What follows belongs to an exercise in optimizing a design on an open flow for a short achievable clock period and few clock cycles; a production flow would make more cautious choices.
The RTL was checked by simulation tests, not by an equivalence proof against the original design.
No driver is modelled on the clock port, so clocking that relies on it looks cheaper here than on a real chip.
Power and IR drop assume default switching activity.

==> design/flow/design.v <==
`timescale 1ns/1ps
`default_nettype none
package mips_pkg;
  typedef logic [31:0] word_t;       
  typedef logic [4:0]  reg_addr_t;   
  localparam int c_write_reg   = 13;
  localparam int c_write_mem   = 12;
  localparam int c_alu_or_mem  = 11;
  localparam int c_mem_partial = 10;
  localparam int c_mem_op_hi   = 9;
  localparam int c_mem_op_lo   = 8;
  localparam int c_alu_src_b   = 7;
  localparam int c_alu_op_hi   = 6;
  localparam int c_alu_op_lo   = 3;
  localparam int c_reg_dst     = 2;
  localparam int c_imm_ext_hi  = 1;
  localparam int c_imm_ext_lo  = 0;
endpackage
`default_nettype wire
`timescale 1ns/1ps
`default_nettype none
module ks_adder #(
  parameter bit SUB = 1'b0
) (
  input  logic [31:0] a,
  input  logic [31:0] b,
  output logic [31:0] sum,
  output logic        cout
);
  logic [31:0] bb;
  logic [31:0] p0;
  logic [31:0] g [0:5];
  logic [31:0] p [0:5];
  assign bb = SUB ? ~b : b;
  assign p0 = a ^ bb;
  always_comb begin
    g[0] = a & bb;
    if (SUB) g[0][0] = a[0] | bb[0];   
    p[0] = p0;
    for (int l = 1; l <= 5; l++) begin
      for (int i = 0; i < 32; i++) begin
        if (i >= (1 << (l - 1))) begin
          g[l][i] = g[l-1][i] | (p[l-1][i] & g[l-1][i - (1 << (l - 1))]);
          p[l][i] = p[l-1][i] & p[l-1][i - (1 << (l - 1))];
        end else begin
          g[l][i] = g[l-1][i];
          p[l][i] = p[l-1][i];
        end
      end
    end
  end
  assign sum  = p0 ^ {g[5][30:0], SUB};
  assign cout = g[5][31];
endmodule
module alu (
  input  logic        op_slt,
  input  logic        op_sltu,
  input  logic [3:0]  tt,          
  input  logic        sr_arith,
  input  logic [31:0] a,
  input  logic [31:0] b,
  input  logic [4:0]  shamt,
  output logic [31:0] sum,
  output logic [31:0] diff,
  output logic [31:0] lg,
  output logic        lt,          
  output logic [31:0] shl,
  output logic [31:0] shr
);
  logic c_sub;                     
  logic lt_signed;
  assign sum           = a + b;
  assign {c_sub, diff} = {1'b0, a} + {1'b0, ~b} + 33'd1;
  always_comb begin
    for (int i = 0; i < 32; i++) lg[i] = tt[{a[i], b[i]}];
  end
  assign lt_signed = (a[31] ^ b[31]) ? a[31] : !c_sub;
  assign lt        = (op_slt & lt_signed) | (op_sltu & !c_sub);
  assign shl = b << shamt;
  assign shr = $signed({sr_arith & b[31], b}) >>> shamt;
endmodule
module result_pick (
  input  logic [5:0]  sel,         
  input  logic [31:0] sum,
  input  logic [31:0] diff,
  input  logic [31:0] lg,
  input  logic        lt,
  input  logic [31:0] shl,
  input  logic [31:0] shr,
  input  logic        other_sel,
  input  logic [31:0] other,
  input  logic        hold_sel,
  input  logic [31:0] hold,
  output logic [31:0] result
);
  assign result = ({32{sel[5]}} & sum)
                | ({32{sel[4]}} & diff)
                | ({32{sel[3]}} & lg)
                | {31'd0, sel[2] & lt}
                | ({32{sel[1]}} & shl)
                | ({32{sel[0]}} & shr)
                | ({32{other_sel}} & other)
                | ({32{hold_sel}} & hold);
endmodule
module result_pick3 (
  input  logic [5:0]  sel,
  input  logic [31:0] sum,
  input  logic [31:0] diff,
  input  logic [31:0] lg,
  input  logic        lt,
  input  logic [31:0] shl,
  input  logic [31:0] shr,
  input  logic        o1_sel,
  input  logic [31:0] o1,
  input  logic        o2_sel,
  input  logic [31:0] o2,
  input  logic        o3_sel,
  input  logic [31:0] o3,
  input  logic        hold_sel,
  input  logic [31:0] hold,
  output logic [31:0] result
);
  assign result = ({32{sel[5]}} & sum)
                | ({32{sel[4]}} & diff)
                | ({32{sel[3]}} & lg)
                | {31'd0, sel[2] & lt}
                | ({32{sel[1]}} & shl)
                | ({32{sel[0]}} & shr)
                | ({32{o1_sel}} & o1)
                | ({32{o2_sel}} & o2)
                | ({32{o3_sel}} & o3)
                | ({32{hold_sel}} & hold);
endmodule
`default_nettype wire
`timescale 1ns/1ps
`default_nettype none
module regfile (
  input  logic        clk,
  input  logic [4:0]  wr_addr,    
  input  logic [31:0] wr_data,
  input  logic [4:0]  rd_addr_1,
  input  logic [4:0]  rd_addr_2,
  output logic [31:0] rd_data_1,
  output logic [31:0] rd_data_2
);
  logic [31:0] regs [1:31];
  always_ff @(posedge clk) begin
    if (wr_addr != 5'd0) begin
      regs[wr_addr] <= wr_data;
    end
  end
  assign rd_data_1 = (rd_addr_1 == 5'd0) ? 32'd0 : regs[rd_addr_1];
  assign rd_data_2 = (rd_addr_2 == 5'd0) ? 32'd0 : regs[rd_addr_2];
endmodule
module hold_reg #(
  parameter int W = 1
) (
  input  logic         clk,
  input  logic         en,
  input  logic [W-1:0] d,
  output logic [W-1:0] q
);
  always_ff @(posedge clk) begin
    q <= ({W{en}} & d) | ({W{!en}} & q);
  end
endmodule
module hold_reg_r #(
  parameter int W = 1
) (
  input  logic         clk,
  input  logic         rst_n,
  input  logic         en,
  input  logic [W-1:0] d,
  output logic [W-1:0] q
);
  always_ff @(posedge clk) begin
    if (!rst_n) begin
      q <= '0;
    end else begin
      q <= ({W{en}} & d) | ({W{!en}} & q);
    end
  end
endmodule
`default_nettype wire
`timescale 1ns/1ps
`default_nettype none
module fetch_stage (
  input  logic        clk,
  input  logic        rst_n,
  input  logic        run,
  input  logic        stall,
  output logic [29:0] inst_mem_addr,
  input  logic [31:0] inst_mem_data,
  output logic [31:0] ir              
);
  logic [29:0] pc;        
  logic        advance;
  assign advance       = run && !stall;   
  assign inst_mem_addr = pc;
  hold_reg_r #(.W(30)) pc_r (.clk, .rst_n, .en (advance), .d (pc + 30'd1),   .q (pc));
  hold_reg_r #(.W(32)) ir_r (.clk, .rst_n, .en (advance), .d (inst_mem_data), .q (ir));
endmodule
`default_nettype wire
`timescale 1ns/1ps
`default_nettype none
module decode_stage (
  input  logic        clk,
  input  logic        rst_n,
  input  logic        run,
  input  logic [31:0] ir,
  input  logic [13:0] ctrl,
  output logic [5:0]  opcode,
  output logic [5:0]  fcode,
  input  logic [4:0]  m_dst,       
  input  logic        m_late,      
  input  logic [31:0] m_value,     
  input  logic [4:0]  w_dst,       
  input  logic [31:0] w_value,
  output logic        stall,
  output logic [4:0]  e_dst,
  output logic        e_is_load,
  output logic        e_is_store,
  output logic        e_partial,
  output logic [1:0]  e_mem_op,
  output logic [11:0] e_sel,       
  output logic [4:0]  e_shamt,
  output logic        e_late,      
  output logic [4:0]  e_lsrc,      
  output logic [31:0] d_a,
  output logic [31:0] d_b,
  output logic [31:0] d_sd,
  output logic        d_fa,
  output logic        d_fb,
  output logic        d_fsd
);
  logic [4:0]  rs, rt, rd;
  logic [15:0] imm;
  logic        c_write_reg, c_write_mem, c_alu_or_mem, c_alu_src_b, c_reg_dst;
  logic [3:0]  c_alu_op;
  logic [1:0]  c_imm_ext;
  logic [31:0] rf_1, rf_2;
  logic [31:0] rv_1, rv_2;
  logic [31:0] imm_ext;
  logic [4:0]  dst;
  logic        active;
  logic        uses_rs, uses_rt;
  logic        e_hit_rs, e_hit_rt;
  logic        m_hit_rs, m_hit_rt;
  logic        is_alu, e_slow, a_m, a_w, b_m, b_w, sd_w, late;
  logic [11:0] sel;
  logic [3:0]  tt;
  assign opcode = ir[31:26];
  assign fcode  = ir[5:0];
  assign rs     = ir[25:21];
  assign rt     = ir[20:16];
  assign rd     = ir[15:11];
  assign imm    = ir[15:0];
  assign c_write_reg  = ctrl[mips_pkg::c_write_reg];
  assign c_write_mem  = ctrl[mips_pkg::c_write_mem];
  assign c_alu_or_mem = ctrl[mips_pkg::c_alu_or_mem];
  assign c_alu_src_b  = ctrl[mips_pkg::c_alu_src_b];
  assign c_alu_op     = ctrl[mips_pkg::c_alu_op_hi:mips_pkg::c_alu_op_lo];
  assign c_reg_dst    = ctrl[mips_pkg::c_reg_dst];
  assign c_imm_ext    = ctrl[mips_pkg::c_imm_ext_hi:mips_pkg::c_imm_ext_lo];
  regfile rf_unit (
    .clk,
    .wr_addr   (w_dst),
    .wr_data   (w_value),
    .rd_addr_1 (rs),
    .rd_addr_2 (rt),
    .rd_data_1 (rf_1),
    .rd_data_2 (rf_2)
  );
  assign rv_1 = (rs != 5'd0 && rs == m_dst) ? m_value :
                (rs != 5'd0 && rs == w_dst) ? w_value : rf_1;
  assign rv_2 = (rt != 5'd0 && rt == m_dst) ? m_value :
                (rt != 5'd0 && rt == w_dst) ? w_value : rf_2;
  always_comb begin
    case (c_imm_ext)
      2'd1:    imm_ext = {16'h0000, imm};
      2'd2:    imm_ext = {imm, 16'h0000};         
      default: imm_ext = {{16{imm[15]}}, imm};
    endcase
  end
  assign dst = !c_write_reg ? 5'd0 : c_reg_dst ? rd : rt;
  always_comb begin
    case (c_alu_op)
      4'd2:    tt = 4'b1000;    
      4'd3:    tt = 4'b1110;    
      4'd4:    tt = 4'b0110;    
      default: tt = 4'b0001;    
    endcase
  end
  assign sel = {c_alu_op == 4'd0,
                c_alu_op == 4'd1,
                c_alu_op >= 4'd2 && c_alu_op <= 4'd5,
                tt,
                c_alu_op == 4'd6,
                c_alu_op == 4'd7,
                c_alu_op == 4'd8,
                c_alu_op == 4'd9 || c_alu_op == 4'd10,
                c_alu_op == 4'd10};
  assign active   = c_write_reg || c_write_mem;
  assign uses_rs  = active && !c_alu_op[3];       
  assign uses_rt  = active && !c_alu_src_b;
  assign is_alu   = c_write_reg && !c_alu_or_mem && !c_write_mem;
  assign e_hit_rs = (e_dst != 5'd0) && (rs == e_dst);
  assign e_hit_rt = (e_dst != 5'd0) && (rt == e_dst);
  assign m_hit_rs = (m_dst != 5'd0) && (rs == m_dst);
  assign m_hit_rt = (m_dst != 5'd0) && (rt == m_dst);
  assign e_slow   = e_is_load || e_late;
  assign a_m      = uses_rs && e_hit_rs && e_slow;
  assign a_w      = uses_rs && !e_hit_rs && m_hit_rs && m_late;
  assign b_m      = uses_rt && e_hit_rt && e_slow;
  assign b_w      = uses_rt && !e_hit_rt && m_hit_rt && m_late;
  assign sd_w     = c_write_mem && !e_hit_rt && m_hit_rt && m_late;
  assign late     = is_alu && (a_m || a_w || b_m || b_w);
  assign stall    = (!is_alu && (a_m || a_w || b_m || b_w)) ||
                    (c_write_mem && e_hit_rt && e_late);
  assign d_a   = rv_1;
  assign d_b   = c_alu_src_b ? imm_ext : rv_2;
  assign d_sd  = rv_2;
  assign d_fa  = e_hit_rs;
  assign d_fb  = e_hit_rt && !c_alu_src_b;
  assign d_fsd = e_hit_rt;
  hold_reg_r #(.W(8)) e_ctl_r (
    .clk, .rst_n, .en (run),
    .d ({stall ? 5'd0 : dst,
         !stall && c_alu_or_mem && (dst != 5'd0),
         !stall && c_write_mem,
         !stall && late}),
    .q ({e_dst, e_is_load, e_is_store, e_late})
  );
  hold_reg #(.W(5)) e_lsrc_r (
    .clk, .en (run), .d ({a_m, a_w, b_m, b_w, sd_w}), .q (e_lsrc)
  );
  hold_reg #(.W(20)) e_op_r (
    .clk, .en (run),
    .d ({ctrl[mips_pkg::c_mem_partial],
         ctrl[mips_pkg::c_mem_op_hi:mips_pkg::c_mem_op_lo],
         sel,
         ir[10:6]}),
    .q ({e_partial, e_mem_op, e_sel, e_shamt})
  );
endmodule
`default_nettype wire
`timescale 1ns/1ps
`default_nettype none
module execute_stage (
  input  logic        clk,
  input  logic        rst_n,
  input  logic        run,
  input  logic [4:0]  e_dst,
  input  logic        e_is_load,
  input  logic        e_is_store,
  input  logic        e_partial,
  input  logic [1:0]  e_mem_op,
  input  logic [11:0] e_sel,
  input  logic [4:0]  e_shamt,
  input  logic        e_late,
  input  logic [4:0]  e_lsrc,       
  input  logic [31:0] d_a,
  input  logic [31:0] d_b,
  input  logic [31:0] d_sd,
  input  logic        d_fa,
  input  logic        d_fb,
  input  logic        d_fsd,
  input  logic [31:0] m_value,      
  input  logic [31:0] w_value,      
  input  logic [31:0] l_sum, l_diff, l_lg, l_shl, l_shr,
  input  logic        l_lt,
  output logic [4:0]  m_dst,
  output logic        m_is_load,
  output logic        m_is_store,
  output logic [31:0] m_result,
  output logic [3:0]  m_be,
  output logic [31:0] m_wdata,
  output logic [14:0] m_vsel,       
  output logic        m_late,
  output logic [31:0] m_a,          
  output logic [31:0] m_b,
  output logic [11:0] m_sel,
  output logic [4:0]  m_shamt
);
  logic [31:0] e_a;
  logic [31:0] e_b;
  logic [31:0] e_sd;
  logic [31:0] sd;
  logic [31:0] sum, diff, lg, shl, shr;
  logic        lt;
  logic [5:0]  sel;                  
  logic [31:0] e_a_d, e_b_d, m_result_d;
  logic        e_fsd;
  logic        a_m, a_w, b_m, b_w, sd_w;
  logic [5:0]  l_sel;                
  logic [31:0] m_a_d, m_b_d;
  logic [1:0]  lo;                   
  logic        byte_op, half_op, word_op, sgn, ld;
  logic [3:0]  be;
  logic [31:0] wdata;
  logic [14:0] vsel;
  assign sel = {e_sel[11], e_sel[10], e_sel[9], 1'b1, e_sel[2], e_sel[1]};
  alu alu_unit (
    .op_slt   (e_sel[4]),
    .op_sltu  (e_sel[3]),
    .tt       (e_sel[8:5]),
    .sr_arith (e_sel[0]),
    .a        (e_a),
    .b        (e_b),
    .shamt    (e_shamt),
    .sum, .diff, .lg, .lt, .shl, .shr
  );
  result_pick pick_a (
    .sel (sel & {6{run && d_fa}}), .sum, .diff, .lg, .lt, .shl, .shr,
    .other_sel (run && !d_fa), .other (d_a),
    .hold_sel (!run), .hold (e_a), .result (e_a_d)
  );
  result_pick pick_b (
    .sel (sel & {6{run && d_fb}}), .sum, .diff, .lg, .lt, .shl, .shr,
    .other_sel (run && !d_fb), .other (d_b),
    .hold_sel (!run), .hold (e_b), .result (e_b_d)
  );
  hold_reg #(.W(32)) e_sd_r (.clk, .en (run), .d (d_sd), .q (e_sd));
  hold_reg #(.W(1))  e_fsd_r (.clk, .en (run), .d (d_fsd), .q (e_fsd));
  result_pick pick_m (
    .sel (sel & {6{run}}), .sum, .diff, .lg, .lt, .shl, .shr,
    .other_sel (1'b0), .other (32'd0),
    .hold_sel (!run), .hold (m_result), .result (m_result_d)
  );
  always_ff @(posedge clk) begin
    e_a      <= e_a_d;
    e_b      <= e_b_d;
    m_result <= m_result_d;
  end
  assign lo      = e_a[1:0] + e_b[1:0];
  assign word_op = !e_partial;
  assign byte_op = e_partial && !e_mem_op[0];
  assign half_op = e_partial && e_mem_op[0];
  assign sgn     = e_mem_op[1];
  assign ld      = e_is_load;
  assign sd = e_fsd ? m_value : sd_w ? w_value : e_sd;
  always_comb begin
    be    = 4'b1111;
    wdata = sd;
    if (byte_op) begin
      be    = 4'b0001 << lo;
      wdata = {4{sd[7:0]}};
    end else if (half_op) begin
      be    = lo[1] ? 4'b1100 : 4'b0011;
      wdata = {2{sd[15:0]}};
    end
  end
  assign vsel = {
    !ld,                                                         
    ld && (word_op || (byte_op && lo == 2'd0) || (half_op && !lo[1])),  
    ld && byte_op && lo == 2'd1,                                 
    ld && ((byte_op && lo == 2'd2) || (half_op && lo[1])),       
    ld && byte_op && lo == 2'd3,                                 
    ld && (word_op || (half_op && !lo[1])),                      
    ld && half_op && lo[1],                                      
    ld && byte_op && sgn,                                        
    ld && word_op,                                               
    ld && e_partial && sgn,                                      
    byte_op && lo == 2'd0,                                       
    (byte_op && lo == 2'd1) || (half_op && !lo[1]),              
    byte_op && lo == 2'd2,                                       
    (byte_op && lo == 2'd3) || (half_op && lo[1]),               
    1'b0
  };
  hold_reg_r #(.W(8)) m_ctl_r (
    .clk, .rst_n, .en (run),
    .d ({e_dst, e_is_load, e_is_store, e_late}),
    .q ({m_dst, m_is_load, m_is_store, m_late})
  );
  hold_reg #(.W(17)) m_op_r (
    .clk, .en (run), .d ({e_sel, e_shamt}), .q ({m_sel, m_shamt})
  );
  assign {a_m, a_w, b_m, b_w, sd_w} = e_lsrc;
  assign l_sel = {m_sel[11], m_sel[10], m_sel[9], 1'b1, m_sel[2], m_sel[1]};
  result_pick3 pick_la (
    .sel (l_sel & {6{run && a_m && m_late}}),
    .sum (l_sum), .diff (l_diff), .lg (l_lg), .lt (l_lt), .shl (l_shl), .shr (l_shr),
    .o1_sel (run && a_m && !m_late), .o1 (m_value),
    .o2_sel (run && a_w),            .o2 (w_value),
    .o3_sel (run && !a_m && !a_w),   .o3 (e_a),
    .hold_sel (!run), .hold (m_a), .result (m_a_d)
  );
  result_pick3 pick_lb (
    .sel (l_sel & {6{run && b_m && m_late}}),
    .sum (l_sum), .diff (l_diff), .lg (l_lg), .lt (l_lt), .shl (l_shl), .shr (l_shr),
    .o1_sel (run && b_m && !m_late), .o1 (m_value),
    .o2_sel (run && b_w),            .o2 (w_value),
    .o3_sel (run && !b_m && !b_w),   .o3 (e_b),
    .hold_sel (!run), .hold (m_b), .result (m_b_d)
  );
  always_ff @(posedge clk) begin
    m_a <= m_a_d;
    m_b <= m_b_d;
  end
  hold_reg #(.W(51)) m_mem_r (
    .clk, .en (run),
    .d ({be, wdata, vsel}),
    .q ({m_be, m_wdata, m_vsel})
  );
endmodule
`default_nettype wire
`timescale 1ns/1ps
`default_nettype none
module memory_stage (
  input  logic        clk,
  input  logic        rst_n,
  input  logic        run,
  input  logic [4:0]  m_dst,
  input  logic        m_is_store,
  input  logic [31:0] m_result,
  input  logic [3:0]  m_be,
  input  logic [31:0] m_wdata,
  input  logic [14:0] m_vsel,
  input  logic        m_late,
  input  logic [31:0] m_a,
  input  logic [31:0] m_b,
  input  logic [11:0] m_sel,
  input  logic [4:0]  m_shamt,
  output logic [31:0] l_sum, l_diff, l_lg, l_shl, l_shr,
  output logic        l_lt,
  output logic        data_mem_we,
  output logic [3:0]  data_mem_be,
  output logic [29:0] data_mem_addr,
  output logic [31:0] data_mem_wdata,
  input  logic [31:0] data_mem_rdata,
  output logic [31:0] m_value,      
  output logic [4:0]  w_dst,
  output logic [31:0] w_value
);
  logic [31:0] r;
  logic        sign;
  assign data_mem_we    = run && m_is_store;   
  assign data_mem_be    = m_be;
  assign data_mem_addr  = m_result[31:2];
  assign data_mem_wdata = m_wdata;
  assign r    = data_mem_rdata;
  assign sign = (m_vsel[4] & r[7]) | (m_vsel[3] & r[15]) | (m_vsel[2] & r[23]) | (m_vsel[1] & r[31]);
  assign m_value[7:0]   = ({8{m_vsel[14]}} & m_result[7:0])
                        | ({8{m_vsel[13]}} & r[7:0])
                        | ({8{m_vsel[12]}} & r[15:8])
                        | ({8{m_vsel[11]}} & r[23:16])
                        | ({8{m_vsel[10]}} & r[31:24]);
  assign m_value[15:8]  = ({8{m_vsel[14]}} & m_result[15:8])
                        | ({8{m_vsel[9]}}  & r[15:8])
                        | ({8{m_vsel[8]}}  & r[31:24])
                        | {8{m_vsel[7] & sign}};
  assign m_value[31:16] = ({16{m_vsel[14]}} & m_result[31:16])
                        | ({16{m_vsel[6]}}  & r[31:16])
                        | {16{m_vsel[5] & sign}};
  hold_reg_r #(.W(5)) w_dst_r (.clk, .rst_n, .en (run), .d (m_dst), .q (w_dst));
  logic [5:0]  l_sel;
  logic [31:0] w_value_d;
  assign l_sel = {m_sel[11], m_sel[10], m_sel[9], 1'b1, m_sel[2], m_sel[1]};
  alu late_alu_unit (
    .op_slt   (m_sel[4]),
    .op_sltu  (m_sel[3]),
    .tt       (m_sel[8:5]),
    .sr_arith (m_sel[0]),
    .a        (m_a),
    .b        (m_b),
    .shamt    (m_shamt),
    .sum (l_sum), .diff (l_diff), .lg (l_lg), .lt (l_lt), .shl (l_shl), .shr (l_shr)
  );
  result_pick pick_w (
    .sel (l_sel & {6{run && m_late}}),
    .sum (l_sum), .diff (l_diff), .lg (l_lg), .lt (l_lt), .shl (l_shl), .shr (l_shr),
    .other_sel (run && !m_late), .other (m_value),
    .hold_sel (!run), .hold (w_value), .result (w_value_d)
  );
  always_ff @(posedge clk) begin
    w_value <= w_value_d;
  end
endmodule
`default_nettype wire
`timescale 1ns/1ps
`default_nettype none
module mips_datapath (
  input  logic             clk,
  input  logic             rst_n,
  input  logic             run,
  output logic [29:0]      inst_mem_addr,
  input  logic [31:0]      inst_mem_data,
  output logic [5:0]       opcode,
  output logic [5:0]       fcode,
  input  logic [13:0]      ctrl,
  output logic             data_mem_we,
  output logic [3:0]       data_mem_be,
  output logic [29:0]      data_mem_addr,
  output logic [31:0]      data_mem_wdata,
  input  logic [31:0]      data_mem_rdata
);
  logic [31:0] ir;
  logic        stall;
  logic [4:0]  e_dst;
  logic        e_is_load, e_is_store, e_partial;
  logic [1:0]  e_mem_op;
  logic [11:0] e_sel;
  logic [4:0]  e_shamt;
  logic [31:0] d_a, d_b, d_sd;
  logic        d_fa, d_fb, d_fsd;
  logic [4:0]  m_dst;
  logic        m_is_load, m_is_store;
  logic [31:0] m_result;
  logic [3:0]  m_be;
  logic [31:0] m_wdata;
  logic [14:0] m_vsel;
  logic [31:0] m_value;
  logic [4:0]  w_dst;
  logic [31:0] w_value;
  logic        e_late, m_late;
  logic [4:0]  e_lsrc;
  logic [31:0] m_a, m_b;
  logic [11:0] m_sel;
  logic [4:0]  m_shamt;
  logic [31:0] l_sum, l_diff, l_lg, l_shl, l_shr;
  logic        l_lt;
  fetch_stage fetch_unit (
    .clk, .rst_n, .run, .stall,
    .inst_mem_addr, .inst_mem_data, .ir
  );
  decode_stage decode_unit (
    .clk, .rst_n, .run, .ir, .ctrl, .opcode, .fcode,
    .m_dst, .m_late, .m_value, .w_dst, .w_value, .stall,
    .e_dst, .e_is_load, .e_is_store, .e_partial, .e_mem_op, .e_sel, .e_shamt, .e_late, .e_lsrc,
    .d_a, .d_b, .d_sd, .d_fa, .d_fb, .d_fsd
  );
  execute_stage execute_unit (
    .clk, .rst_n, .run,
    .e_dst, .e_is_load, .e_is_store, .e_partial, .e_mem_op, .e_sel, .e_shamt, .e_late, .e_lsrc,
    .d_a, .d_b, .d_sd, .d_fa, .d_fb, .d_fsd, .m_value, .w_value,
    .l_sum, .l_diff, .l_lg, .l_shl, .l_shr, .l_lt,
    .m_late, .m_a, .m_b, .m_sel, .m_shamt,
    .m_dst, .m_is_load, .m_is_store, .m_result, .m_be, .m_wdata, .m_vsel
  );
  memory_stage memory_unit (
    .clk, .rst_n, .run,
    .m_dst, .m_is_store, .m_result, .m_be, .m_wdata, .m_vsel,
    .m_late, .m_a, .m_b, .m_sel, .m_shamt,
    .l_sum, .l_diff, .l_lg, .l_shl, .l_shr, .l_lt,
    .data_mem_we, .data_mem_be, .data_mem_addr, .data_mem_wdata, .data_mem_rdata,
    .m_value, .w_dst, .w_value
  );
endmodule
`default_nettype wire
==> design/flow/flow/run.sh <==
#!/bin/bash
# The standard layout through clock-tree synthesis, two more setup-repair
# passes on that layout (flow/repair.tcl), then the standard layout on to
# the end. Each tool's output goes to a log of its own here.
set -euo pipefail
bash standard.sh cts > std_to_cts.log 2>&1
openroad -exit flow/repair.tcl > extra_repair.log 2>&1
bash standard.sh > std_to_finish.log 2>&1
==> design/flow/flow/repair.tcl <==
# Extra setup repair passes on the clock-tree stage's layout (4_cts.odb),
# then legalisation; the standard flow continues from the result.
set results orfs/results/sky130hd/mips_datapath/base
read_liberty $::env(FLOW_HOME)/platforms/sky130hd/lib/sky130_fd_sc_hd__tt_025C_1v80.lib
read_db $results/4_cts.odb
read_sdc $results/4_cts.sdc
source $::env(FLOW_HOME)/platforms/sky130hd/setRC.tcl
set_thread_count $::env(NUM_CORES)
set_dont_use {sky130_fd_sc_hd__probe_p_8 sky130_fd_sc_hd__probec_p_8 sky130_fd_sc_hd__lpflow_bleeder_1 sky130_fd_sc_hd__lpflow_clkbufkapwr_1 sky130_fd_sc_hd__lpflow_clkbufkapwr_16 sky130_fd_sc_hd__lpflow_clkbufkapwr_2 sky130_fd_sc_hd__lpflow_clkbufkapwr_4 sky130_fd_sc_hd__lpflow_clkbufkapwr_8 sky130_fd_sc_hd__lpflow_clkinvkapwr_1 sky130_fd_sc_hd__lpflow_clkinvkapwr_16 sky130_fd_sc_hd__lpflow_clkinvkapwr_2 sky130_fd_sc_hd__lpflow_clkinvkapwr_4 sky130_fd_sc_hd__lpflow_clkinvkapwr_8 sky130_fd_sc_hd__lpflow_decapkapwr_12 sky130_fd_sc_hd__lpflow_decapkapwr_3 sky130_fd_sc_hd__lpflow_decapkapwr_4 sky130_fd_sc_hd__lpflow_decapkapwr_6 sky130_fd_sc_hd__lpflow_decapkapwr_8 sky130_fd_sc_hd__lpflow_inputiso0n_1 sky130_fd_sc_hd__lpflow_inputiso0p_1 sky130_fd_sc_hd__lpflow_inputiso1n_1 sky130_fd_sc_hd__lpflow_inputiso1p_1 sky130_fd_sc_hd__lpflow_inputisolatch_1 sky130_fd_sc_hd__lpflow_isobufsrc_1 sky130_fd_sc_hd__lpflow_isobufsrc_16 sky130_fd_sc_hd__lpflow_isobufsrc_2 sky130_fd_sc_hd__lpflow_isobufsrc_4 sky130_fd_sc_hd__lpflow_isobufsrc_8 sky130_fd_sc_hd__lpflow_isobufsrckapwr_16 sky130_fd_sc_hd__lpflow_lsbuf_lh_hl_isowell_tap_1 sky130_fd_sc_hd__lpflow_lsbuf_lh_hl_isowell_tap_2 sky130_fd_sc_hd__lpflow_lsbuf_lh_hl_isowell_tap_4 sky130_fd_sc_hd__lpflow_lsbuf_lh_isowell_4 sky130_fd_sc_hd__lpflow_lsbuf_lh_isowell_tap_1 sky130_fd_sc_hd__lpflow_lsbuf_lh_isowell_tap_2 sky130_fd_sc_hd__lpflow_lsbuf_lh_isowell_tap_4 sky130_fd_sc_hd__fill_1 sky130_fd_sc_hd__fill_2 sky130_fd_sc_hd__fill_4 sky130_fd_sc_hd__fill_8 }
estimate_parasitics -placement
report_worst_slack
repair_timing -setup -setup_margin 3.3 -repair_tns 100 -match_cell_footprint
report_worst_slack
repair_timing -setup -setup_margin 3.3 -repair_tns 100 -match_cell_footprint
report_worst_slack
detailed_placement
check_placement -verbose
estimate_parasitics -placement
report_worst_slack
write_db $results/4_cts.odb
==> design/flow/standard.sh <==
#!/bin/bash
# synth_recipe.tcl (not shown) runs the flow's synth.tcl, then flattens the netlist and writes it again
# the make line also repeats each setting of config.mk as NAME=value (left out here)
make -C /OpenROAD-flow-scripts/flow DESIGN_CONFIG=/design/flow/config.mk WORK_HOME=/design/flow/orfs CLKGATE_MAP_FILE= SYNTH_SCRIPT=/design/flow/synth_recipe.tcl "${@:-finish}"
==> design/flow/config.mk <==
export PLATFORM = sky130hd
export DESIGN_NAME = mips_datapath
export DESIGN_NICKNAME = mips_datapath
export VERILOG_FILES = /design/flow/design.v
export SDC_FILE = /design/flow/constraint.sdc
export NUM_CORES = 4
export LEC_CHECK = 0
export CAP_MARGIN = 20
export CORE_MARGIN = 2
export CORE_UTILIZATION = 40
export SETUP_SLACK_MARGIN = 3.3
export SLEW_MARGIN = 20
export TNS_END_PERCENT = 100
==> design/flow/constraint.sdc <==
create_clock -name core_clock -period 6.0 [get_ports {clk}]
set_input_delay 1.2000 -clock core_clock [delete_from_list [all_inputs] [get_ports {clk}]]
set_output_delay 1.2000 -clock core_clock [all_outputs]
set_load 0.01 [all_outputs]
==> run summary, run 1 <==
CP startpoint kind: register
worst hold path type: register to register
DRT Wirelength: 381.1 mm
total global routing overflow: 0
Post-Syn Area: 0.08204 mm^2
first-pass GRT wire length: 528.4 mm
Initial Util: 40.18%
RSZ-0062 raised after global routing: yes
Fmax: 299.2 MHz
DR vias/cell: 6.825
Net Count, Synth: 7003
clock root cell: clkbuf_16
synthesized flop and latch total: 1389
maximum VDD drop: 315.3 uV
clock latency on the worst-skew pair: 0.87 ns
drt drc: 0
Synthesis Warnings: 15
Fillers: 16843
Syn Inst Count: 6789
clk_skew: 0.08201 ns
1st-pass router iterations: 8
ys flop type: edfxtp_1
Setup crit end kind: register
Pwr Total: 0.04185 W
setup TNS: 0 ns
Setup violations, final: 0
synth unique cells: 99
port bufs: 189
CTS buffer count: 157
CTS tree: yes
final period utilization: 55.70%
CP max stage delay: 0.39 ns
core area: 0.2042 mm^2
Initial DRC Count: 11132
LEAKAGE: 37.17 nW
gr usage total: 35.60%
Crit path required time: 6.70 ns
fin area: 0.1085 mm^2
vias in the first global route: 67358
Period minus WS final: 3.342 ns
Slew Limit Fails: 0
Bufs on Longest Clock Path: 3
H-tree levels: 4
Routed wire per std cell: 37.00 um
cts hold-fix bufs: 0
crit path max fanout: 3
die span in y: 456.9 um
Layout Nets: 7685
run status: complete, no violations
die width: 456.9 um
largest net degree at the start of global routing: 83
Sink Count: 1389
Clk pin slew, worst setup/hold paths: 0.07 ns
antenna violations before repair: 23
area grow syn2layout: 32.30%
Worst Path Arrival: 4.04 ns
number of enable flip-flop cells after synthesis: 1115
layout cell share with drive strength beyond 1: 41.60%
gp weighted congestion: 1.034
critical path's slowest cell: dfxtp_4
Slew headroom: 17.91%
Core Rows: 166
Worst Tran Pin Value: 1.216 ns
Fin Hold WS: 0.4597 ns
I/O pin cnt: 190
die area: 0.2088 mm^2
critical path cell sequence: buf_6 -> fa_2 -> nor2b_4 -> o211ai_1 -> buf_4 -> a211oi_4 -> o21a_2 -> or3_4 -> a31oi_4 -> xnor2_2 -> a221oi_2 -> o21ai_2 -> a221o_1
Placed Cells incl. Taps: 9214
via count: 70293
fin cells: 10299
Async SR Flop Fraction: 0%
Final Hold Viols: 0
sequential fraction of the synthesis area: 47.50%
Cell Area, Placed: 0.08713 mm^2
HPWL after detailed placement: 235.1 mm
max_cap viols: 0
post-route ant nets: 0
pwr dens: 385.6 mW/mm^2
critical path type: register to register
mean area per synthesized cell: 12.08 um^2
-- path summary, 6_finish.rpt --
| kind | slack, ns | end | cells past startpoint | from |
|---|---|---|---|---|
| setup / recovery | 2.66 | execute_unit.m_a[24]$_DFF_P_ | 13 | execute_unit.m_b[1]$_DFF_P_ |
| hold / removal | 0.46 | register | 2 | register |
| hold reg to reg | 0.46 | register | 2 | register |
| setup reg to reg | 2.66 | execute_unit.m_a[24]$_DFF_P_ | 13 | execute_unit.m_b[1]$_DFF_P_ |
-- layer usage --
layer / global-route usage [%] / up-vias / share of wire [%] / wire length, um
met5: 0 / - / 0.024 / 93
met4: 26.76 / 14 / 9.4 / 35750
met3: 10.30 / 1493 / 12 / 45680
met2: 53.94 / 5334 / 44 / 168800
met1: 43.05 / 35453 / 34 / 130800
li1: - / 27999 / - / -
-- where the power goes --
part | internal (W) | leakage (nW) | switching (W) | total, W
Sequential | 0.0119 | 12.4 | 0.00114 | 0.0130
Clock | 0.00573 | 2.56 | 0.00437 | 0.0101
Combinational | 0.00751 | 22.2 | 0.0112 | 0.0187
Total | 0.0251 | 37.2 | 0.0167 | 0.0419
-- cell usage in the layout, fill, tap and decap left out, types with 76 or more instances in the layout --
master     netlist  layout
edfxtp_1      1115    1115
mux4_2         634     634
buf_4          108     595
nor2_1         583     465
nand2_1        449     358
a21oi_1        501     331
mux2i_1        298     253
buf_6           15     188
o21ai_0        334     185
inv_1          198     164
clkbuf_16        0     162
dfxtp_1        274     120
buf_12           0     113
a221o_1        102      92
a21oi_2          0      88
nor3_1         125      87
a21oi_4          0      82
dfxtp_4          0      78
dfxtp_2          0      76
-- worst max-delay path: cells and delay by family, from the launching register on --
| kind | cells | cell delay (ns) |
|---|---|---|
| AND/OR/NAND/NOR | 2 | 0.53 |
| flip-flops | 1 | 0.39 |
| AO/OA/AOI/OAI | 7 | 1.42 |
| XOR/XNOR | 1 | 0.15 |
| adder cells (fa/ha/maj) | 1 | 0.39 |
| buffers and inverters | 2 | 0.31 |
-- through the flow --
step	utilization, %	worst slack (ns)
4_1_cts	50.92	2.695
6_report	53.16	2.658
3_5_place_dp	42.68	1.270
2_1_floorplan	-	2.887
5_1_grt	53.16	2.642
3_3_place_gp	42.64	1.199
-- repair_timing --
| item | in CTS | in global routing |
|---|---|---|
| buffers inserted | 468 | 122 |
| gates cloned | 50 | 3 |
| gates resized for setup | 1661 | 333 |
| endpoints found under the setup margin | 692 | 353 |
| pin swaps | 372 | 196 |
-- kinds of logic (layout without fill, tap and decap cells) --
logic type / Yosys count / count (layout) / synth area share, %
AOI/OAI and AO/OA: 1741 / 1741 / 14.23
xor gates and xnor gates: 124 / 124 / 1.324
adders and majority gates: 133 / 133 / 2.065
buffers and inverters: 880 / 1692 / 4.818
DFF: 1389 / 1389 / 47.50
muxes: 970 / 970 / 21.56
other: 0 / 10 / 0
and+or+nand+nor: 1552 / 1552 / 8.513
-- Yosys cell counts, drive strengths merged (54+ instances only) --
cell / instances / area share [%]
nor2b: 57 / 0.43
a211oi: 91 / 0.84
a221oi: 54 / 0.59
a21oi: 501 / 3.1
ha: 129 / 2.0
a22oi: 70 / 0.64
inv: 200 / 0.92
xnor2: 76 / 0.81
nand2: 449 / 2.1
a21o: 67 / 0.61
buf: 298 / 2.2
clkbuf: 380 / 1.7
o21ai: 343 / 2.1
nor3: 126 / 0.77
mux2i: 298 / 3.6
nor2: 584 / 2.7
a221o: 102 / 1.2
o221ai: 57 / 0.61
dfxtp: 274 / 6.7
mux4: 634 / 17
edfxtp: 1115 / 41
nand3: 73 / 0.45
-- cell type report --
type,instances,area [um^2],area share [%]
diodes,10,25.02,0.02305
clock buffers,198,4213,3.881
clock inverters,91,1114,1.026
inverters,202,848.3,0.7815
multi-input cells,4520,46160,42.53
flip-flops and latches,1389,39360,36.26
well taps,2688,3363,3.098
repair buffers,1201,13470,12.41
Testbench counts, summed over its fixed seeds: cycles 135,911.
==> run 2, diff against run 1 <==
--- a/design/flow/design.v
+++ b/design/flow/design.v
@@ -197,8 +197,8 @@
   logic        advance;
   assign advance       = run && !stall;   
   assign inst_mem_addr = pc;
-  hold_reg_r #(.W(30)) pc_r (.clk, .rst_n, .en (advance), .d (pc + 30'd1),   .q (pc));
-  hold_reg_r #(.W(32)) ir_r (.clk, .rst_n, .en (advance), .d (inst_mem_data), .q (ir));
+  assign ir            = inst_mem_data;
+  hold_reg_r #(.W(30)) pc_r (.clk, .rst_n, .en (advance), .d (pc + 30'd1), .q (pc));
 endmodule
 `default_nettype wire
 `timescale 1ns/1ps
==> run 2 against run 1 <==
Against the previous run:
- largest power group unchanged
- critical path type unchanged
- sequential power down 5%
- area after synthesis down 0.47%
- clock power fell by 9.7%
- largest cell class unchanged
==> run summary, run 2 <==
Final Hold Viols: 0
number of enable flip-flop cells after synthesis: 1115
area grow syn2layout: 29.96%
ys flop type: edfxtp_1
synth top area cells: edfxtp_1, mux4_2, dfxtp_1
hold path depth: 2
LEAKAGE: 36.98 nW
pwr dens: 345.1 mW/mm^2
clock latency on the worst-skew pair: 0.85 ns
Post-Syn Area: 0.08166 mm^2
critical path's slowest cell: a222oi_1
total global routing overflow: 0
CTS buffer count: 149
CTS tree: yes
DRT Wirelength: 384.5 mm
Pwr Total: 0.03663 W
Setup violations, final: 0
Period minus WS final: 3.527 ns
Async SR Flop Fraction: 0%
1st-pass router iterations: 9
drt drc: 0
RSZ-0062 raised after global routing: yes
Bufs on Longest Clock Path: 3
first-pass GRT wire length: 532.6 mm
run status: complete, no violations
Syn Inst Count: 6721
Initial Util: 40.32%
Synth area leader: edfxtp_1
sequential fraction of the synthesis area: 46.93%
Slew headroom: 16.71%
Net Count, Synth: 6935
reg2reg path depth: 11
Core Rows: 165
Worst Tran Pin Value: 1.249 ns
CP max stage delay: 1.09 ns
Synthesis Warnings: 14
maximum VDD drop: 318.9 uV
HPWL after detailed placement: 243.3 mm
final period utilization: 58.79%
Worst Path Arrival: 4.16 ns
via count: 69867
layout cell share with drive strength beyond 1: 39.61%
gr usage total: 36.16%
mean area per synthesized cell: 12.15 um^2
H-tree levels: 4
DR vias/cell: 6.880
Sink Count: 1357
Routed wire per std cell: 37.86 um
commonest non-fill, non-tap cells in the layout: edfxtp_1, mux4_2, buf_4, nor2_1, nand2_1
cts hold-fix bufs: 0
most frequent cell after synthesis: edfxtp_1
final core utilization: 52.40%
clk_skew: 0.08600 ns
most frequent cells after synthesis: edfxtp_1, mux4_2, nor2_1
Initial DRC Count: 10504
critical path depth in cells: 11
die width: 455.8 um
max_cap viols: 0
synth unique cells: 98
CP top delay family: compound AO/OA/AOI/OAI gates
worst hold path type: register to register
Crit path required time: 6.64 ns
Yosys top cell area share: 41.00%
setup TNS: 0 ns
port bufs: 177
Fin Hold WS: 0.4583 ns
CP startpoint kind: register
Setup crit end kind: register
die area: 0.2078 mm^2
fin area: 0.1061 mm^2
Layout Nets: 7559
vias in the first global route: 67256
I/O pin cnt: 190
synthesized flop and latch total: 1357
most common cell after layout, fill and taps aside: edfxtp_1
post-route ant nets: 0
Cell Area, Placed: 0.08712 mm^2
critical path type: register to register
largest net degree at the start of global routing: 75
crit path max fanout: 6
clock root cell: clkbuf_16
critical path cell sequence: buf_6 -> buf_12 -> mux4_2 -> mux2i_4 -> nor2_2 -> a21oi_2 -> nand2_2 -> o21ai_4 -> o221ai_4 -> a222oi_1 -> nand2_1
Fmax: 283.5 MHz
Clk pin slew, worst setup/hold paths: 0.06 ns
Slew Limit Fails: 0
CP Buf/Inv Count: 2
core area: 0.2025 mm^2
antenna violations before repair: 24
gp weighted congestion: 1.054
die span in y: 455.8 um
-- run 2: changes by cell type after synthesis, sizes merged, moves of 17 or more --
| cell | change |
|---|---|
| nor2 | -83 |
| a31oi | +18 |
| mux4 | +25 |
| nand2 | -32 |
| dfxtp | -32 |
| xnor2 | -22 |
| a21oi | -42 |
| buf | -22 |
| a21boi | -30 |
| a221o | -21 |
| nor2b | +17 |
| nor3 | +32 |
| a211oi | +25 |
-- run 2: final timing paths --
kind | from | to | slack, ns
max | register | execute_unit.e_b[1]$_DFF_P_ | 2.47
min | execute_unit.m_result[0]$_DFF_P_ | execute_unit.m_result[0]$_DFF_P_ | 0.46
max reg2reg | register | execute_unit.e_b[1]$_DFF_P_ | 2.47
min reg2reg | execute_unit.m_result[0]$_DFF_P_ | execute_unit.m_result[0]$_DFF_P_ | 0.46
-- run 2: power breakdown --
part           switching, W  internal (W)
sequential         0.000852        0.0114
combinational       0.00918       0.00606
clock               0.00407       0.00505
total                0.0141        0.0225
-- run 2: worst reg2reg max path, cell delays in order, from the launching register on --
cell and delay, ns:
edfxtp_1 0.39, buf_6 0.17, buf_12 0.13, mux4_2 0.54, mux2i_4 0.19, nor2_2 0.05, a21oi_2 0.22, nand2_2 0.11
o21ai_4 0.13, o221ai_4 0.19, a222oi_1 1.09, nand2_1 0.14
-- run 2: cell type report --
cell class              count  area (um^2)
diodes                     21        52.55
well taps                2672         3343
flip-flops and latches   1357        38660
fillers                 16810        96400
clock buffers             188         3978
inverters                 215        928.4
multi-input cells        4490        45830
clock inverters            80        788.3
repair buffers           1131        12530
repair inverters            1        5.005
-- run 2: logic make-up (layout without fill, tap and decap cells) --
logic type,count (synthesis),count (layout),share of synthesized area (%)
other,0,21,0
muxes,986,986,22.25
xor gates and xnor gates,99,99,1.062
DFF,1357,1357,46.93
AOI/OAI and AO/OA,1728,1728,14.22
buffers and inverters,882,1615,4.694
and+or+nand+nor,1536,1544,8.772
adders and majority gates,133,133,2.075
-- run 2: what timing repair did --
action	4_1_cts	5_1_grt
setup buffers	417	126
endpoints found under the hold margin	0	0
setup endpoints to repair	972	288
resized for setup	1371	287
gates cloned	62	6
pin swaps	263	152
-- run 2: per-layer routing --
layer / track usage [%] / part of all wire (%) / vias up
li1: - / - / 27911
met1: 42.36 / 34 / 35114
met2: 55.24 / 45 / 5286
met3: 10.34 / 11 / 1548
met4: 29.84 / 10 / 8
met5: 0 / 0.015 / -
-- run 2: per-stage QoR --
stage | worst slack, ns | cells
after floorplan | 2.491 | 6721
after global placement | 1.112 | 9158
after detailed placement | 1.161 | 9160
after CTS | 2.669 | 9907
after global routing | 2.571 | 10142
final | 2.473 | 10155
Testbench counts of run 2, summed over its fixed seeds: cycles 135,719.
==> run 3, diff against run 2 <==
--- a/design/flow/design.v
+++ b/design/flow/design.v
@@ -187,18 +187,33 @@
 module fetch_stage (
   input  logic        clk,
   input  logic        rst_n,
-  input  logic        run,
   input  logic        stall,
+  input  logic        flush,
+  input  logic [29:0] restart_pc,     
   output logic [29:0] inst_mem_addr,
   input  logic [31:0] inst_mem_data,
-  output logic [31:0] ir              
+  output logic [31:0] ir,             
+  output logic [29:0] d_pc            
 );
   logic [29:0] pc;        
-  logic        advance;
-  assign advance       = run && !stall;   
   assign inst_mem_addr = pc;
-  assign ir            = inst_mem_data;
-  hold_reg_r #(.W(30)) pc_r (.clk, .rst_n, .en (advance), .d (pc + 30'd1), .q (pc));
+  always_ff @(posedge clk) begin
+    if (!rst_n) begin
+      pc <= '0;                       
+      ir <= '0;                       
+    end else if (flush) begin
+      pc <= restart_pc;
+      ir <= '0;
+    end else if (!stall) begin
+      pc <= pc + 30'd1;
+      ir <= inst_mem_data;
+    end
+  end
+  always_ff @(posedge clk) begin
+    if (!stall) begin
+      d_pc <= pc;
+    end
+  end
 endmodule
 `default_nettype wire
 `timescale 1ns/1ps
@@ -206,8 +221,9 @@
 module decode_stage (
   input  logic        clk,
   input  logic        rst_n,
-  input  logic        run,
+  input  logic        flush,       
   input  logic [31:0] ir,
+  input  logic [29:0] d_pc,
   input  logic [13:0] ctrl,
   output logic [5:0]  opcode,
   output logic [5:0]  fcode,
@@ -224,6 +240,7 @@
   output logic [1:0]  e_mem_op,
   output logic [11:0] e_sel,       
   output logic [4:0]  e_shamt,
+  output logic [29:0] e_pc,
   output logic        e_late,      
   output logic [4:0]  e_lsrc,      
   output logic [31:0] d_a,
@@ -323,25 +340,27 @@
   assign d_fa  = e_hit_rs;
   assign d_fb  = e_hit_rt && !c_alu_src_b;
   assign d_fsd = e_hit_rt;
-  hold_reg_r #(.W(8)) e_ctl_r (
-    .clk, .rst_n, .en (run),
-    .d ({stall ? 5'd0 : dst,
-         !stall && c_alu_or_mem && (dst != 5'd0),
-         !stall && c_write_mem,
-         !stall && late}),
-    .q ({e_dst, e_is_load, e_is_store, e_late})
-  );
-  hold_reg #(.W(5)) e_lsrc_r (
-    .clk, .en (run), .d ({a_m, a_w, b_m, b_w, sd_w}), .q (e_lsrc)
-  );
-  hold_reg #(.W(20)) e_op_r (
-    .clk, .en (run),
-    .d ({ctrl[mips_pkg::c_mem_partial],
-         ctrl[mips_pkg::c_mem_op_hi:mips_pkg::c_mem_op_lo],
-         sel,
-         ir[10:6]}),
-    .q ({e_partial, e_mem_op, e_sel, e_shamt})
-  );
+  always_ff @(posedge clk) begin
+    if (!rst_n || stall || flush) begin
+      e_dst      <= '0;
+      e_is_load  <= 1'b0;
+      e_is_store <= 1'b0;
+      e_late     <= 1'b0;
+    end else begin
+      e_dst      <= dst;
+      e_is_load  <= c_alu_or_mem && (dst != 5'd0);
+      e_is_store <= c_write_mem;
+      e_late     <= late;
+    end
+  end
+  always_ff @(posedge clk) begin
+    e_lsrc    <= {a_m, a_w, b_m, b_w, sd_w};
+    e_partial <= ctrl[mips_pkg::c_mem_partial];
+    e_mem_op  <= ctrl[mips_pkg::c_mem_op_hi:mips_pkg::c_mem_op_lo];
+    e_sel     <= sel;
+    e_shamt   <= ir[10:6];
+    e_pc      <= d_pc;
+  end
 endmodule
 `default_nettype wire
 `timescale 1ns/1ps
@@ -349,7 +368,7 @@
 module execute_stage (
   input  logic        clk,
   input  logic        rst_n,
-  input  logic        run,
+  input  logic        flush,
   input  logic [4:0]  e_dst,
   input  logic        e_is_load,
   input  logic        e_is_store,
@@ -357,6 +376,7 @@
   input  logic [1:0]  e_mem_op,
   input  logic [11:0] e_sel,
   input  logic [4:0]  e_shamt,
+  input  logic [29:0] e_pc,
   input  logic        e_late,
   input  logic [4:0]  e_lsrc,       
   input  logic [31:0] d_a,
@@ -373,9 +393,11 @@
   output logic        m_is_load,
   output logic        m_is_store,
   output logic [31:0] m_result,
+  output logic [29:0] m_addr,       
   output logic [3:0]  m_be,
   output logic [31:0] m_wdata,
   output logic [14:0] m_vsel,       
+  output logic [29:0] m_pc,
   output logic        m_late,
   output logic [31:0] m_a,          
   output logic [31:0] m_b,
@@ -411,21 +433,23 @@
     .sum, .diff, .lg, .lt, .shl, .shr
   );
   result_pick pick_a (
-    .sel (sel & {6{run && d_fa}}), .sum, .diff, .lg, .lt, .shl, .shr,
-    .other_sel (run && !d_fa), .other (d_a),
-    .hold_sel (!run), .hold (e_a), .result (e_a_d)
+    .sel (sel & {6{d_fa}}), .sum, .diff, .lg, .lt, .shl, .shr,
+    .other_sel (!d_fa), .other (d_a),
+    .hold_sel (1'b0), .hold (32'd0), .result (e_a_d)
   );
   result_pick pick_b (
-    .sel (sel & {6{run && d_fb}}), .sum, .diff, .lg, .lt, .shl, .shr,
-    .other_sel (run && !d_fb), .other (d_b),
-    .hold_sel (!run), .hold (e_b), .result (e_b_d)
+    .sel (sel & {6{d_fb}}), .sum, .diff, .lg, .lt, .shl, .shr,
+    .other_sel (!d_fb), .other (d_b),
+    .hold_sel (1'b0), .hold (32'd0), .result (e_b_d)
   );
-  hold_reg #(.W(32)) e_sd_r (.clk, .en (run), .d (d_sd), .q (e_sd));
-  hold_reg #(.W(1))  e_fsd_r (.clk, .en (run), .d (d_fsd), .q (e_fsd));
+  always_ff @(posedge clk) begin
+    e_sd  <= d_sd;
+    e_fsd <= d_fsd;
+  end
   result_pick pick_m (
-    .sel (sel & {6{run}}), .sum, .diff, .lg, .lt, .shl, .shr,
+    .sel (sel), .sum, .diff, .lg, .lt, .shl, .shr,
     .other_sel (1'b0), .other (32'd0),
-    .hold_sel (!run), .hold (m_result), .result (m_result_d)
+    .hold_sel (1'b0), .hold (32'd0), .result (m_result_d)
   );
   always_ff @(posedge clk) begin
     e_a      <= e_a_d;
@@ -467,41 +491,58 @@
     (byte_op && lo == 2'd3) || (half_op && lo[1]),               
     1'b0
   };
-  hold_reg_r #(.W(8)) m_ctl_r (
-    .clk, .rst_n, .en (run),
-    .d ({e_dst, e_is_load, e_is_store, e_late}),
-    .q ({m_dst, m_is_load, m_is_store, m_late})
-  );
-  hold_reg #(.W(17)) m_op_r (
-    .clk, .en (run), .d ({e_sel, e_shamt}), .q ({m_sel, m_shamt})
-  );
+  always_ff @(posedge clk) begin
+    if (!rst_n) begin
+      m_dst      <= '0;            
+      m_is_load  <= 1'b0;
+      m_is_store <= 1'b0;
+      m_late     <= 1'b0;
+    end else if (flush) begin
+      m_dst      <= '0;
+      m_is_load  <= 1'b0;
+      m_late     <= 1'b0;
+    end else begin
+      m_dst      <= e_dst;
+      m_is_load  <= e_is_load;
+      m_is_store <= e_is_store;
+      m_late     <= e_late;
+    end
+  end
+  always_ff @(posedge clk) begin
+    if (!flush) begin
+      m_addr  <= sum[31:2];
+      m_be    <= be;
+      m_wdata <= wdata;
+      m_pc    <= e_pc;
+    end
+  end
+  always_ff @(posedge clk) begin
+    m_vsel  <= vsel;
+    m_sel   <= e_sel;
+    m_shamt <= e_shamt;
+  end
   assign {a_m, a_w, b_m, b_w, sd_w} = e_lsrc;
   assign l_sel = {m_sel[11], m_sel[10], m_sel[9], 1'b1, m_sel[2], m_sel[1]};
   result_pick3 pick_la (
-    .sel (l_sel & {6{run && a_m && m_late}}),
+    .sel (l_sel & {6{a_m && m_late}}),
     .sum (l_sum), .diff (l_diff), .lg (l_lg), .lt (l_lt), .shl (l_shl), .shr (l_shr),
-    .o1_sel (run && a_m && !m_late), .o1 (m_value),
-    .o2_sel (run && a_w),            .o2 (w_value),
-    .o3_sel (run && !a_m && !a_w),   .o3 (e_a),
-    .hold_sel (!run), .hold (m_a), .result (m_a_d)
+    .o1_sel (a_m && !m_late),  .o1 (m_value),
+    .o2_sel (a_w),             .o2 (w_value),
+    .o3_sel (!a_m && !a_w),    .o3 (e_a),
+    .hold_sel (1'b0), .hold (32'd0), .result (m_a_d)
   );
   result_pick3 pick_lb (
-    .sel (l_sel & {6{run && b_m && m_late}}),
+    .sel (l_sel & {6{b_m && m_late}}),
     .sum (l_sum), .diff (l_diff), .lg (l_lg), .lt (l_lt), .shl (l_shl), .shr (l_shr),
-    .o1_sel (run && b_m && !m_late), .o1 (m_value),
-    .o2_sel (run && b_w),            .o2 (w_value),
-    .o3_sel (run && !b_m && !b_w),   .o3 (e_b),
-    .hold_sel (!run), .hold (m_b), .result (m_b_d)
+    .o1_sel (b_m && !m_late),  .o1 (m_value),
+    .o2_sel (b_w),             .o2 (w_value),
+    .o3_sel (!b_m && !b_w),    .o3 (e_b),
+    .hold_sel (1'b0), .hold (32'd0), .result (m_b_d)
   );
   always_ff @(posedge clk) begin
     m_a <= m_a_d;
     m_b <= m_b_d;
   end
-  hold_reg #(.W(51)) m_mem_r (
-    .clk, .en (run),
-    .d ({be, wdata, vsel}),
-    .q ({m_be, m_wdata, m_vsel})
-  );
 endmodule
 `default_nettype wire
 `timescale 1ns/1ps
@@ -513,6 +554,7 @@
   input  logic [4:0]  m_dst,
   input  logic        m_is_store,
   input  logic [31:0] m_result,
+  input  logic [29:0] m_addr,
   input  logic [3:0]  m_be,
   input  logic [31:0] m_wdata,
   input  logic [14:0] m_vsel,
@@ -523,6 +565,7 @@
   input  logic [4:0]  m_shamt,
   output logic [31:0] l_sum, l_diff, l_lg, l_shl, l_shr,
   output logic        l_lt,
+  output logic        flush,        
   output logic        data_mem_we,
   output logic [3:0]  data_mem_be,
   output logic [29:0] data_mem_addr,
@@ -535,8 +578,9 @@
   logic [31:0] r;
   logic        sign;
   assign data_mem_we    = run && m_is_store;   
+  assign flush          = !run && m_is_store;
   assign data_mem_be    = m_be;
-  assign data_mem_addr  = m_result[31:2];
+  assign data_mem_addr  = m_addr;
   assign data_mem_wdata = m_wdata;
   assign r    = data_mem_rdata;
   assign sign = (m_vsel[4] & r[7]) | (m_vsel[3] & r[15]) | (m_vsel[2] & r[23]) | (m_vsel[1] & r[31]);
@@ -552,7 +596,13 @@
   assign m_value[31:16] = ({16{m_vsel[14]}} & m_result[31:16])
                         | ({16{m_vsel[6]}}  & r[31:16])
                         | {16{m_vsel[5] & sign}};
-  hold_reg_r #(.W(5)) w_dst_r (.clk, .rst_n, .en (run), .d (m_dst), .q (w_dst));
+  always_ff @(posedge clk) begin
+    if (!rst_n) begin
+      w_dst <= '0;
+    end else begin
+      w_dst <= m_dst;               
+    end
+  end
   logic [5:0]  l_sel;
   logic [31:0] w_value_d;
   assign l_sel = {m_sel[11], m_sel[10], m_sel[9], 1'b1, m_sel[2], m_sel[1]};
@@ -567,10 +617,10 @@
     .sum (l_sum), .diff (l_diff), .lg (l_lg), .lt (l_lt), .shl (l_shl), .shr (l_shr)
   );
   result_pick pick_w (
-    .sel (l_sel & {6{run && m_late}}),
+    .sel (l_sel & {6{m_late}}),
     .sum (l_sum), .diff (l_diff), .lg (l_lg), .lt (l_lt), .shl (l_shl), .shr (l_shr),
-    .other_sel (run && !m_late), .other (m_value),
-    .hold_sel (!run), .hold (w_value), .result (w_value_d)
+    .other_sel (!m_late), .other (m_value),
+    .hold_sel (1'b0), .hold (32'd0), .result (w_value_d)
   );
   always_ff @(posedge clk) begin
     w_value <= w_value_d;
@@ -595,6 +645,9 @@
   input  logic [31:0]      data_mem_rdata
 );
   logic [31:0] ir;
+  logic [29:0] d_pc, e_pc, m_pc;
+  logic        flush;
+  logic [29:0] m_addr;
   logic        stall;
   logic [4:0]  e_dst;
   logic        e_is_load, e_is_store, e_partial;
@@ -620,29 +673,29 @@
   logic [31:0] l_sum, l_diff, l_lg, l_shl, l_shr;
   logic        l_lt;
   fetch_stage fetch_unit (
-    .clk, .rst_n, .run, .stall,
-    .inst_mem_addr, .inst_mem_data, .ir
+    .clk, .rst_n, .stall, .flush, .restart_pc (m_pc + 30'd1),
+    .inst_mem_addr, .inst_mem_data, .ir, .d_pc
   );
   decode_stage decode_unit (
-    .clk, .rst_n, .run, .ir, .ctrl, .opcode, .fcode,
+    .clk, .rst_n, .flush, .ir, .d_pc, .ctrl, .opcode, .fcode,
     .m_dst, .m_late, .m_value, .w_dst, .w_value, .stall,
-    .e_dst, .e_is_load, .e_is_store, .e_partial, .e_mem_op, .e_sel, .e_shamt, .e_late, .e_lsrc,
+    .e_dst, .e_is_load, .e_is_store, .e_partial, .e_mem_op, .e_sel, .e_shamt, .e_pc, .e_late, .e_lsrc,
     .d_a, .d_b, .d_sd, .d_fa, .d_fb, .d_fsd
   );
   execute_stage execute_unit (
-    .clk, .rst_n, .run,
-    .e_dst, .e_is_load, .e_is_store, .e_partial, .e_mem_op, .e_sel, .e_shamt, .e_late, .e_lsrc,
+    .clk, .rst_n, .flush,
+    .e_dst, .e_is_load, .e_is_store, .e_partial, .e_mem_op, .e_sel, .e_shamt, .e_pc, .e_late, .e_lsrc,
     .d_a, .d_b, .d_sd, .d_fa, .d_fb, .d_fsd, .m_value, .w_value,
     .l_sum, .l_diff, .l_lg, .l_shl, .l_shr, .l_lt,
     .m_late, .m_a, .m_b, .m_sel, .m_shamt,
-    .m_dst, .m_is_load, .m_is_store, .m_result, .m_be, .m_wdata, .m_vsel
+    .m_dst, .m_is_load, .m_is_store, .m_result, .m_addr, .m_pc, .m_be, .m_wdata, .m_vsel
   );
   memory_stage memory_unit (
     .clk, .rst_n, .run,
-    .m_dst, .m_is_store, .m_result, .m_be, .m_wdata, .m_vsel,
+    .m_dst, .m_is_store, .m_result, .m_addr, .m_be, .m_wdata, .m_vsel,
     .m_late, .m_a, .m_b, .m_sel, .m_shamt,
     .l_sum, .l_diff, .l_lg, .l_shl, .l_shr, .l_lt,
-    .data_mem_we, .data_mem_be, .data_mem_addr, .data_mem_wdata, .data_mem_rdata,
+    .flush, .data_mem_we, .data_mem_be, .data_mem_addr, .data_mem_wdata, .data_mem_rdata,
     .m_value, .w_dst, .w_value
   );
 endmodule
==> design/flow/run.sh (new file) <==
#!/bin/bash
# synth_recipe.tcl (not shown) runs the flow's synth.tcl, then flattens the netlist and writes it again
# the make line also repeats each setting of config.mk as NAME=value (left out here)
make -C /OpenROAD-flow-scripts/flow DESIGN_CONFIG=/design/flow/config.mk WORK_HOME=/design/flow/orfs CLKGATE_MAP_FILE= SYNTH_SCRIPT=/design/flow/synth_recipe.tcl finish
removed: design/flow/flow/run.sh
removed: design/flow/flow/repair.tcl
removed: design/flow/standard.sh
==> run 3 against run 2 <==
Against the previous run:
- global-route usage down 2.7 points
- count of clock-buffer cells in the layout up 19
- synthesized cell count down 3.3%
- sequential share of layout area up 2.2 points
- worst setup slack better by 0.016 ns
- via count down 2.8%
- clock power up 15%
- critical path type unchanged
- largest cell class unchanged
- highest routed layer unchanged
==> run summary, run 3 <==
pwr dens: 386.6 mW/mm^2
area grow syn2layout: 29.91%
r2r startpoint: execute_unit.m_b[0]$_DFF_P_
core area: 0.2077 mm^2
ys flop type: edfxtp_1
most flop-heavy register: decode_unit.rf_unit.regs
setup TNS: 0 ns
simple-gate share of the synthesized area: 7.081%
Synthesis Warnings: 6
gr busiest metal: met2
final core utilization: 52.39%
Final Hold Viols: 0
CP startpoint kind: register
Sink Count: 1519
mean area per synthesized cell: 12.88 um^2
final period utilization: 58.51%
sequential fraction of the synthesis area: 49.67%
clk_skew: 0.05534 ns
gr usage total: 33.42%
Min-Delay Endpoint: decode_unit.e_pc[26]$_DFF_P_
Worst Tran Pin Value: 1.194 ns
gp weighted congestion: 1.040
largest net degree at the start of global routing: 86
Worst Path Arrival: 4.20 ns
first-pass GRT wire length: 502.3 mm
commonest non-fill, non-tap cells in the layout: edfxtp_1, mux4_2, buf_4, nor2_1, nand2_1
synth top area cells: edfxtp_1, mux4_2, dfxtp_1
max_cap viols: 0
met1 GRT Util: 40.11%
Core Rows: 167
Post-Syn Area: 0.08376 mm^2
clock latency on the worst-skew pair: 0.85 ns
Pwr Total: 0.04207 W
DRT Wirelength: 368.1 mm
Period minus WS final: 3.511 ns
vias in the first global route: 64748
most common cell after layout, fill and taps aside: edfxtp_1
Crit path required time: 6.69 ns
die width: 461.6 um
crit path max fanout: 4
I/O pin cnt: 190
LEAKAGE: 37.49 nW
Slew headroom: 20.37%
area share of fa/ha/maj cells after synthesis: 2.023%
Slew Limit Fails: 0
cts hold-fix bufs: 0
1st-pass router iterations: 10
Syn Inst Count: 6502
Reg2Reg Setup Slack: 2.49 ns
fin cells: 10110
H-tree levels: 4
via count: 67886
most frequent cells after synthesis: edfxtp_1, mux4_2, nor2_1
Bufs on Longest Clock Path: 3
largest family of logic cells by synthesized area: multiplexers
worst hold path type: register to register
DR vias/cell: 6.715
maximum VDD drop: 320.3 uV
die span in y: 461.6 um
port bufs: 189
hold path depth: 0
Async SR Flop Fraction: 0%
Initial Util: 40.33%
critical path type: register to register
Yosys top cell area share: 40.08%
layout cell share with drive strength beyond 1: 41.28%
drt drc: 0
Clk pin slew, worst setup/hold paths: 0.07 ns
Layout Nets: 7385
met2 usage: 51.38%
reg2reg path depth: 13
clock root cell: clkbuf_16
synthesized flop and latch total: 1519
RSZ-0062 raised after global routing: yes
Fmax: 284.8 MHz
CTS buffer count: 163
die area: 0.2131 mm^2
run status: complete, no violations
Setup violations, final: 0
hold_sp: fetch_unit.d_pc[26]$_DFFE_PN_
RR Endpoint: execute_unit.m_b[30]$_DFF_P_
total global routing overflow: 0
Synth Area in XOR/XNOR: 1.297%
post-synthesis mux area share: 23.28%
Placed Cells incl. Taps: 9133
GRT met3 Usage: 9.729%
synth unique cells: 106
CTS tree: yes
Net Count, Synth: 6716
complex-gate fraction of the synthesized area: 12.78%
most frequent cell after synthesis: edfxtp_1
post-route ant nets: 0
antenna violations before repair: 38
Synth area leader: edfxtp_1
number of flip-flops in the largest register: 992
Routed wire per std cell: 36.41 um
HPWL after detailed placement: 228.2 mm
Initial DRC Count: 9434
Setup crit end kind: register
number of enable flip-flop cells after synthesis: 1118
[run 3: cell types whose count changed in the layout (fill, tap and decap cells not counted), sizes merged, moves of 31 or more]
cell and change:
xnor2 +34, o22ai -37, mux4 +32, o21ai -72
dfxtp +159, a21oi -68, nor3 -75, buf -64
a211oi +46, mux2 +31
[run 3: how the worst max path moves through the flow]
stage	cells after the start	startpoint	slack, ns	end
global route	13	execute_unit.m_b[0]$_DFF_P_	2.45	execute_unit.m_b[30]$_DFF_P_
global placement	11	data_mem_rdata[7]	1.15	execute_unit.m_a[25]$_DFF_P_
CTS	13	execute_unit.m_b[0]$_DFF_P_	2.49	execute_unit.m_b[30]$_DFF_P_
floorplan	17	run	2.31	fetch_unit.pc[22]$_SDFFE_PN0P_
detailed placement	11	data_mem_rdata[31]	1.29	execute_unit.m_b[25]$_DFF_P_
finish	13	execute_unit.m_b[0]$_DFF_P_	2.49	execute_unit.m_b[30]$_DFF_P_
[run 3: per-stage QoR]
| stage | cell area (um^2) | hold WS (ns) | worst slack, ns |
|---|---|---|---|
| after CTS | 104500 | 0.3282 | 2.488 |
| after floorplan | 85540 | 0.3233 | 2.311 |
| after global routing | 108800 | 0.3424 | 2.452 |
| after detailed placement | 90100 | 0.3269 | 1.290 |
| final | 108800 | 0.3281 | 2.489 |
| after global placement | 90050 | 0.3240 | 1.146 |
[run 3: where the power goes]
group	switching [W]	total, W	internal, W
Clock	0.00454	0.0105	0.00594
Sequential	0.00123	0.0144	0.0131
Combinational	0.0104	0.0172	0.00685
Total	0.0161	0.0421	0.0259
[run 3: kinds of logic after synthesis]
group                      count (synthesis)
AOI/OAI and AO/OA                       1553
xor gates and xnor gates                 124
muxes                                   1074
adders and majority gates                133
buffers and inverters                    781
and+or+nand+nor                         1318
DFF                                     1519
[run 3: repair_timing]
action                                  4_1_cts  5_1_grt
gates resized for setup                    1411      514
pin swaps                                   287      340
buffers inserted                            419      180
gates cloned                                 43       18
endpoints found under the setup margin      697      489
[run 3: layer usage]
| metal | vias up | part of all wire (%) |
|---|---|---|
| met5 | - | 0.032 |
| met4 | 18 | 8.9 |
| met3 | 1350 | 11 |
| met2 | 4697 | 45 |
| met1 | 34645 | 35 |
| li1 | 27176 | - |
[run 3: final cells by class]
cell class                      instances  area (um^2)
Multi-Input combinational cell       4204        45090
Clock buffer                          207         4493
Inverter                              206        890.9
Timing Repair inverter                  6        47.55
Sequential cell                      1519        42020
Fill cell                           17161        98880
Clock inverter                         88         1010
Timing Repair Buffer                 1071        11720
Tap cell                             2788         3488
Antenna cell                           21        52.55
[run 3: worst max-delay path, stage by stage, from the launching register on]
cell	delay, ns
dfxtp_1	0.30
buf_6	0.12
ha_4	0.17
fa_2	0.37
nor2b_4	0.15
o21ai_4	0.20
a21oi_4	0.10
o211ai_4	0.30
a2111oi_4	0.11
buf_4	0.18
a2111o_1	0.47
a311oi_4	0.41
o221ai_1	0.18
a221o_1	0.30
Testbench counts of run 3, summed over its fixed seeds: cycles 135,911.

separate check: timing with driven ports:
How much do the figures lean on ideal ports? The routed layouts below were timed once more, with nothing changed but the port constraints.
Step 1: set_driving_cell puts a clkbuf_16 on clk and a buf_2 on each other input, an assumption about the parent block.
Step 2, shift: input delay + t, output delay - t, t = (earliest + latest rising clock arrival at the registers) / 2. This alone moves slack from input paths to output paths.
a / b / c = ideal ports / drivers / drivers and shift; a / b = the first two.
run | t, ns | setup slack, ns | clock arrival spread, ns | slew at the worst register clock pin (ns) | worst data-port slew with drivers (ns)
run 1 | 0.913 | 2.658 / 2.658 / 1.856 | 0.082 / 0.082 | 0.08 / 0.08 | 0.31
run 2 | 0.896 | 2.473 / 2.374 / 1.477 | 0.088 / 0.087 | 0.08 / 0.08 | 0.60
run 3 | 0.915 | 2.489 / 2.489 / 2.001 | 0.056 / 0.055 | 0.07 / 0.07 | 0.22
After both steps setup and hold are still met in every run listed. The setup slack of run 2, which loses most, moves by -0.099 ns with the drivers and by -0.996 ns with both steps.
